This design comes from an exercise in tuning for small area on the open sky130 flow, not from production work. In this exercise RTL edits were held to simulation tests only and were not proved equivalent to the original. Power figures rest on the tool's default switching activity, not on a simulated workload.

==> flow/design.v <==
module io_map_sync #(
  parameter int PIN_NUM     = 24,
  parameter int CFG_NBIT    = 8,
  parameter int MIPI_GP_NUM = 4,
  parameter int FREQ_GP_NUM = 4,
  parameter int SYNC_STAGES = 2,
  parameter int TURN_CYCLES = 4
) (
  input  logic                        clk,
  input  logic                        rst,
  input  logic [PIN_NUM*CFG_NBIT-1:0] i_cfg,
  input  logic                        i_cfg_vld,
  output logic                        o_cfg_busy,
  output logic                        o_cfg_done,
  output logic                        o_cfg_err,
  input  logic [PIN_NUM-1:0]          o_ioctrl_dir,
  input  logic [PIN_NUM-1:0]          o_ioctrl_db,
  output logic [PIN_NUM-1:0]          i_ioctrl_db,
  input  logic [MIPI_GP_NUM-1:0]      mipi_sclk,
  input  logic [MIPI_GP_NUM-1:0]      mipi_sdo,
  input  logic [MIPI_GP_NUM-1:0]      mipi_sdo_en,
  output logic [MIPI_GP_NUM-1:0]      mipi_sdi,
  output logic [FREQ_GP_NUM-1:0]      freq_io,
  input  logic [PIN_NUM-1:0]          i_io_db,
  output logic [PIN_NUM-1:0]          o_io_dir,
  output logic [PIN_NUM-1:0]          o_io_db
);
  localparam int CW = $clog2(TURN_CYCLES + 2);
  localparam int NW = $clog2(PIN_NUM + 1);
  logic [PIN_NUM-1:0][CFG_NBIT-1:0] cfg, active;
  logic [PIN_NUM-1:0] chg, chg_new, dir_d, db_d, sp, is_gpio, is_mipi;
  logic [PIN_NUM-1:0] r_dir_n, r_db_n;
  logic [SYNC_STAGES-1:0][PIN_NUM-1:0] sync_n;
  logic [PIN_NUM-1:0][MIPI_GP_NUM-1:0] is_sclk, is_sda;
  logic [PIN_NUM-1:0][FREQ_GP_NUM-1:0] is_frq;
  logic [CW-1:0] cnt, cnt_d;
  logic ld, ld_ok, hold_ok, keep_chg, conflict;
  assign cfg = i_cfg;
  assign o_cfg_busy = cnt != '0;
  assign o_cfg_done = cnt == CW'(1);
  assign ld = i_cfg_vld && cnt == '0;
  assign ld_ok = ld && !rst;
  assign hold_ok = !ld && !rst;
  assign keep_chg = cnt > CW'(1) && !rst;
  for (genvar m = 0; m < PIN_NUM; m++) begin : g_pin
    logic [7:0] lo;
    logic hz, blk0, blk1, blk3;
    assign chg_new[m] = cfg[m] != active[m];
    assign hz = active[m][7:5] == 3'd0;
    assign blk0 = hz & active[m][4:3] == 2'b00;
    assign blk1 = hz & active[m][4:3] == 2'b01;
    assign blk3 = hz & active[m][4:3] == 2'b11;
    for (genvar j = 0; j < 8; j++) begin : g_lo
      assign lo[j] = active[m][2:0] == 3'(j);
    end
    assign is_sclk[m] = {4{blk0}} & lo[4:1];
    assign is_sda[m] = {blk1 & lo[0], {3{blk0}} & lo[7:5]};
    assign is_frq[m] = {4{blk3}} & lo[4:1];
    assign is_mipi[m] = |is_sclk[m] | |is_sda[m];
    assign is_gpio[m] = !(is_mipi[m] || |is_frq[m]);
    assign dir_d[m] = (is_gpio[m] & o_ioctrl_dir[m]) | (|is_sclk[m]) |
                      (|(is_sda[m] & mipi_sdo_en));
    assign db_d[m] = (is_gpio[m] & o_ioctrl_db[m]) | (|(is_sclk[m] & mipi_sclk)) |
                     (|(is_sda[m] & mipi_sdo));
  end
  assign o_io_dir = ~(r_dir_n | chg);
  assign o_io_db = ~(r_db_n | chg);
  assign sp = ~(sync_n[SYNC_STAGES-1] | chg);
  always_comb begin
    mipi_sdi = '0;
    freq_io = '0;
    for (int m = 0; m < PIN_NUM; m++) begin
      i_ioctrl_db[m] = is_gpio[m] & sp[m];
      mipi_sdi = mipi_sdi | (is_sda[m] & {MIPI_GP_NUM{sp[m]}});
      freq_io = freq_io | (is_frq[m] & {FREQ_GP_NUM{sp[m]}});
    end
  end
  logic [2*MIPI_GP_NUM-1:0] seen;
  logic [NW-1:0] n_pins, n_seen;
  always_comb begin
    seen = '0;
    n_pins = '0;
    n_seen = '0;
    for (int m = 0; m < PIN_NUM; m++) begin
      seen = seen | {is_sda[m], is_sclk[m]};
      n_pins = n_pins + NW'(is_mipi[m]);
    end
    for (int g = 0; g < 2 * MIPI_GP_NUM; g++) n_seen = n_seen + NW'(seen[g]);
    conflict = n_pins != n_seen;
  end
  always_comb begin
    cnt_d = cnt;
    if (ld) cnt_d = |chg_new ? CW'(TURN_CYCLES + 1) : CW'(1);
    else if (cnt != '0) cnt_d = cnt - CW'(1);
  end
  always_ff @(posedge clk) begin
    for (int m = 0; m < PIN_NUM; m++)
      active[m] <= (cfg[m] & {CFG_NBIT{ld_ok}}) | (active[m] & {CFG_NBIT{hold_ok}});
    chg <= {PIN_NUM{rst}} | (chg_new & {PIN_NUM{ld_ok}}) | (chg & {PIN_NUM{keep_chg}});
    r_dir_n <= ~dir_d;
    r_db_n <= ~db_d;
    sync_n[0] <= ~(i_io_db & {PIN_NUM{!rst}});
    sync_n[SYNC_STAGES-1:1] <= sync_n[SYNC_STAGES-2:0];
    if (rst) begin
      cnt <= '0;
      o_cfg_err <= 1'b0;
    end else begin
      cnt <= cnt_d;
      if (cnt == CW'(1)) o_cfg_err <= conflict;
    end
  end
endmodule
==> flow/config.mk <==
export PLATFORM = sky130hd
export DESIGN_NAME = io_map_sync
export DESIGN_NICKNAME = io_map_sync
export VERILOG_FILES = /design/flow/design.v
export SDC_FILE = /design/flow/constraint.sdc
export NUM_CORES = 4
export LEC_CHECK = 0
export ABC_AREA = 1
export CAP_MARGIN = 5
export CORE_MARGIN = 2
export CORE_UTILIZATION = 45
export SLEW_MARGIN = 5
==> flow/constraint.sdc <==
create_clock -name core_clock -period 7.0 [get_ports {clk}]
set_input_delay 1.4000 -clock core_clock [delete_from_list [all_inputs] [get_ports {clk}]]
set_output_delay 1.4000 -clock core_clock [all_outputs]
set_load 0.01 [all_outputs]
standard.sh (not shown) runs the stock make flow with config.mk's settings and CLKGATE_MAP_FILE= SYNTH_SCRIPT=/design/flow/synth_recipe.tcl, a recipe that flattens the netlist after the stock synthesis.
==> flow/flow/run.sh <==
#!/bin/bash
# The standard ORFS layout with two changes:
# - synthesis maps logic with flow/abc_area.script (a stronger area-recovery ABC script) in
#   place of ORFS's abc_area.script; everything else in synthesis is the standard
#   synthesis (synth_recipe.tcl), so the registers and their names are unchanged;
# - every port gets the smallest buffer (buf_1) instead of buffer_ports' default choice;
# - the clock tree is built from clkbuf_4 cells, without dummy loads.
set -euo pipefail
here=$(pwd)
rm -rf "$here/scripts_abc"
cp -r "$FLOW_HOME/scripts" "$here/scripts_abc"
cp "$here/flow/abc_area.script" "$here/scripts_abc/abc_area.script"
SCRIPTS_DIR="$here/scripts_abc" bash standard.sh synth > synth.log 2>&1
export BUFFER_PORTS_ARGS="-buffer_cell sky130_fd_sc_hd__buf_1"
export CTS_ARGS="-sink_clustering_enable -repair_clock_nets -buf_list sky130_fd_sc_hd__clkbuf_4 -dont_use_dummy_load -sink_buffer_max_cap_derate 1.0 -sink_clustering_size 9 -sink_clustering_max_diameter 60"
bash standard.sh > layout.log 2>&1
==> flow/flow/abc_area.script <==
&get -n
&st
&dch -f
&nf -R 1000
&st
&dch -f
&nf -R 1000
&put
topo
The starting point went through all stages and came out clean.
Change:
Settings changed: CAP_MARGIN 5 to 20, CORE_UTILIZATION 45 to 55, SLEW_MARGIN 5 to 20.
The changed run finished with max-capacitance violations, max-slew violations left.
Via count came out higher by 2.7%.
Wire length came out lower by 4.2%.
First-iteration DRC count came out higher by 9.1%.
Cell area came out lower by 0.83%.
Worst hold slack improved by 0.031 ns.
Count of clock-buffer cells in the layout came out lower by 1.
Synthesized cell count is unchanged.
Change:
--- a/flow/flow/run.sh
+++ b/flow/flow/run.sh
@@ -2 +2 @@
-# The standard ORFS layout with two changes:
+# The standard ORFS layout with three changes:
@@ -7 +7,3 @@
-# - the clock tree is built from clkbuf_4 cells, without dummy loads.
+# - the clock tree is built from clkbuf_4 cells in clusters of at most 9 sinks, without
+#   dummy loads (the default uses clkbuf_16 cells).
+# Each step's full output goes to synth.log / layout.log here and to ORFS's own logs under orfs/.
Settings changed: CORE_UTILIZATION 55 to 45, PLACE_DENSITY set to 0.75.
Outcome:
- The changed run went through all stages and came out clean
- sequential cell count does not change
- worst hold slack improves by 0.017 ns
- synthesized area stays the same
- setup slack gets better by 0.088 ns
- clock skew shrinks by 0.010 ns
- clock power decreases by about 2%
- power went down by 0.57%
- wire length grows by 4.5%
Change:
Settings changed: CORE_UTILIZATION 45 to 50, PLACE_DENSITY 0.75 to unset.
First-iteration DRC count rises by about 11%.
Count of clock-buffer cells in the layout is higher by 1.
Power climbs by about 0.4%.
Sequential share of layout area barely changes.
Sequential cell count stays the same.
Die area fell by 9.8%.

-- separate check: timing with driven ports --
Ports are ideal in the flow. The routed layouts listed here were re-timed in OpenROAD. Step 1 (the two cells are an assumption about what drives the block):
set clk [get_ports {clk}]
set_driving_cell -lib_cell sky130_fd_sc_hd__clkbuf_16 $clk
set_driving_cell -lib_cell sky130_fd_sc_hd__buf_2 [delete_from_list [all_inputs] $clk]
Step 2 also shifts input and output timing later by t, the mid clock arrival at the registers, as if the neighbouring blocks saw the same clock. a / b / c = no drivers / after step 1 / after step 2; a / b = the first two.
run | t, ns | slack for setup (ns) | hold slack, ns | latest minus earliest clock arrival (ns)
the first run | 0.837 | 0.899 / 0.899 / 0.899 | 0.285 / 0.285 / 0.285 | 0.068 / 0.068
the second run | 0.832 | 0.766 / 0.766 / 0.766 | 0.317 / 0.317 / 0.317 | 0.081 / 0.081
the third run | 0.807 | 0.855 / 0.855 / 0.855 | 0.333 / 0.333 / 0.333 | 0.054 / 0.055
the fourth run | 0.810 | 0.915 / 0.915 / 0.915 | 0.332 / 0.332 / 0.332 | 0.108 / 0.108
